Context: an optimization exercise on an open-source flow, tuned for small area. The choices shown serve that exercise and are no tape-out recipe. At most, simulation tests tie the RTL to the original design; equivalence was not proved. Power figures rest on the tool's default switching activity, not on a simulated workload.

P:
// rv_top
module rv_top (
    input  logic        clk,
    input  logic        reset,
    output logic [31:0] inst_addr,
    input  logic [31:0] inst_data,
    input  logic        inst_valid,
    output logic        halted,
    output logic        retire_valid,
    output logic        retire_rd_wen,
    output logic [31:0] retire_pc,
    output logic [4:0]  retire_rd_addr,
    output logic [31:0] retire_rd_data
);
export LEC_CHECK = 0
export ABC_AREA = 1
export CAP_MARGIN = 20
export CORE_MARGIN = 2
export CORE_UTILIZATION = 58
export SLEW_MARGIN = 20
create_clock -name core_clock -period 16.0 [get_ports {clk}]
standard.sh (not shown) runs the stock make flow with config.mk's settings and CLKGATE_MAP_FILE= SYNTH_SCRIPT=/design/flow/synth_recipe.tcl, a recipe that flattens the netlist after the stock synthesis.
==> flow/flow/run.sh <==
#!/bin/bash
# Standard ORFS layout, with smaller port buffers, no ABC buffers and a CTS without dummy loads.
set -euo pipefail
export BUFFER_PORTS_ARGS="-buffer_cell sky130_fd_sc_hd__buf_1"
export REMOVE_ABC_BUFFERS=1
export CTS_ARGS="-sink_clustering_enable -repair_clock_nets -dont_use_dummy_load -sink_clustering_size 20 -sink_clustering_max_diameter 80 -buf_list sky130_fd_sc_hd__clkbuf_8"
bash standard.sh > standard.log 2>&1
P: PASS, flow complete, no timing, DRC or antenna violations
The following lists how Q was set up differently from P:
==> flow/flow/run.sh <==
#!/bin/bash
# Standard ORFS layout with these changes:
#  - synthesis maps logic with the area-only ABC script in flow/abc_area.script
#    (same yosys flow, registers untouched; ABC buffers are removed at floorplan)
#  - port buffers are buf_1
#  - CTS without dummy loads, with clkbuf_8 clusters of up to 18 sinks
set -euo pipefail
mkdir -p scripts_mod
for f in "$FLOW_HOME"/scripts/*; do ln -sf "$f" scripts_mod/; done
rm -f scripts_mod/abc_area.script
cp flow/abc_area.script scripts_mod/abc_area.script
export SCRIPTS_DIR="$PWD/scripts_mod"
export BUFFER_PORTS_ARGS="-buffer_cell sky130_fd_sc_hd__buf_1"
export REMOVE_ABC_BUFFERS=1
export CTS_ARGS="-sink_clustering_enable -repair_clock_nets -dont_use_dummy_load -sink_clustering_size 18 -sink_clustering_max_diameter 80 -buf_list sky130_fd_sc_hd__clkbuf_8"
bash standard.sh > standard.log 2>&1
==> flow/flow/abc_area.script (new file) <==
strash
dch -f
amap
topo
--- outcome ---
Cell area, P and Q: larger value in P
Final worst-path cycle share ends up higher on Q.
Diff P and Q: clock period minus worst slack higher in Q
What Q reported for combinational power has to be multiplied by 1.20 to get the figure for P.


Another version of the RTL of rv_top (not shown whole).
Size: roughly 2,200 cells after synthesis, roughly 140 I/O pins, ~29,000 sq um of cells after synthesis.
clock: 16.0 ns
lec_check: 0
abc_area: 1
cap_margin: 20
core_margin: 2
core_utilization: 58
slew_margin: 20
==> flow/flow/run.sh <==
#!/bin/bash
# Standard ORFS layout with these changes:
#  - synthesis maps logic with the area-only ABC script in flow/abc_area.script
#    (same yosys flow, registers untouched; ABC buffers are removed at floorplan)
#  - port buffers are buf_1
#  - CTS without dummy loads, with clkbuf_8 clusters of up to 20 sinks, 60 um across
set -euo pipefail
mkdir -p scripts_mod
for f in "$FLOW_HOME"/scripts/*; do ln -sf "$f" scripts_mod/; done
rm -f scripts_mod/abc_area.script
cp flow/abc_area.script scripts_mod/abc_area.script
export SCRIPTS_DIR="$PWD/scripts_mod"
export BUFFER_PORTS_ARGS="-buffer_cell sky130_fd_sc_hd__buf_1"
export REMOVE_ABC_BUFFERS=1
export CTS_ARGS="-sink_clustering_enable -repair_clock_nets -dont_use_dummy_load -sink_clustering_size 20 -sink_clustering_max_diameter 60 -buf_list sky130_fd_sc_hd__clkbuf_8"
bash standard.sh > standard.log 2>&1
==> flow/flow/abc_area.script <==
strash
dch -f
amap
topo
Rerun with:
==> flow/flow/abc_area.script (replaced) <==
strash
dch
amap -F 2 -A 8
topo
Count of clock-buffer cells in the layout rose by 1.
Setup slack improves by 0.19 ns.
Synthesized cell count shrinks by 4.6%.
Non-clock buffer count rises by 1.
Hold slack gets better by 0.0066 ns.
Final cell count goes down by 3.5%.
Via count is lower by 1.6%.
Core utilization grows by 0.52 points.
Total power barely changes.
Sequential share of layout area climbs by 0.78 points.
Rerun with:
--- a/flow/flow/run.sh
+++ b/flow/flow/run.sh
@@ -6 +6 @@
-#  - CTS without dummy loads, with clkbuf_8 clusters of up to 20 sinks, 60 um across
+#  - CTS without dummy loads, with clkbuf_8 clusters of up to 18 sinks, 70 um across
@@ -15 +15 @@
-export CTS_ARGS="-sink_clustering_enable -repair_clock_nets -dont_use_dummy_load -sink_clustering_size 20 -sink_clustering_max_diameter 60 -buf_list sky130_fd_sc_hd__clkbuf_8"
+export CTS_ARGS="-sink_clustering_enable -repair_clock_nets -dont_use_dummy_load -sink_clustering_size 18 -sink_clustering_max_diameter 70 -buf_list sky130_fd_sc_hd__clkbuf_8"
The new run ran to the end with no violations.
Die area is unchanged.
Wire length hardly moves.
Final area is about the same.
Cell count hardly moves.
Clock power is about the same.
Power came out higher by 0.76%.
No functional check of the RTL was part of any run of this note.

==> afterwards: timing with drivers on the ports <==
How much do the figures lean on ideal ports? The routed layouts below were timed once more, with nothing changed but the port constraints. Step 1 (the two cells are an assumption about what drives the block):
set clk [get_ports {clk}]
set_driving_cell -lib_cell sky130_fd_sc_hd__clkbuf_16 $clk
set_driving_cell -lib_cell sky130_fd_sc_hd__buf_2 [delete_from_list [all_inputs] $clk]
Step 2 moves the port delays by t, midway between the first and last clock arrival at a register: inputs arrive t later, outputs are due t later. That takes back most of the time a late clock gives input paths. a / b / c = ideal ports / drivers / drivers and shift; a / b = the first two.
run | t (ns) | setup slack, ns | worst setup path at the end | latest minus earliest clock arrival (ns) | pins driven straight from the clock port
P | 0.701 | 9.467 / 9.410 / 10.111 | register to output | 0.102 / 0.103 | 1
Q | 0.698 | 8.413 / 8.413 / 8.413 | register to register | 0.115 / 0.114 | 1
the first run of note 2 | 0.688 | 7.147 / 7.147 / 7.147 | register to register | 0.096 / 0.097 | 1
the second run of note 2 | 0.681 | 7.341 / 7.341 / 7.341 | register to register | 0.122 / 0.122 | 1
the third run of note 2 | 0.693 | 7.310 / 7.310 / 7.310 | register to register | 0.072 / 0.072 | 1
After both steps every run listed still meets setup and hold.
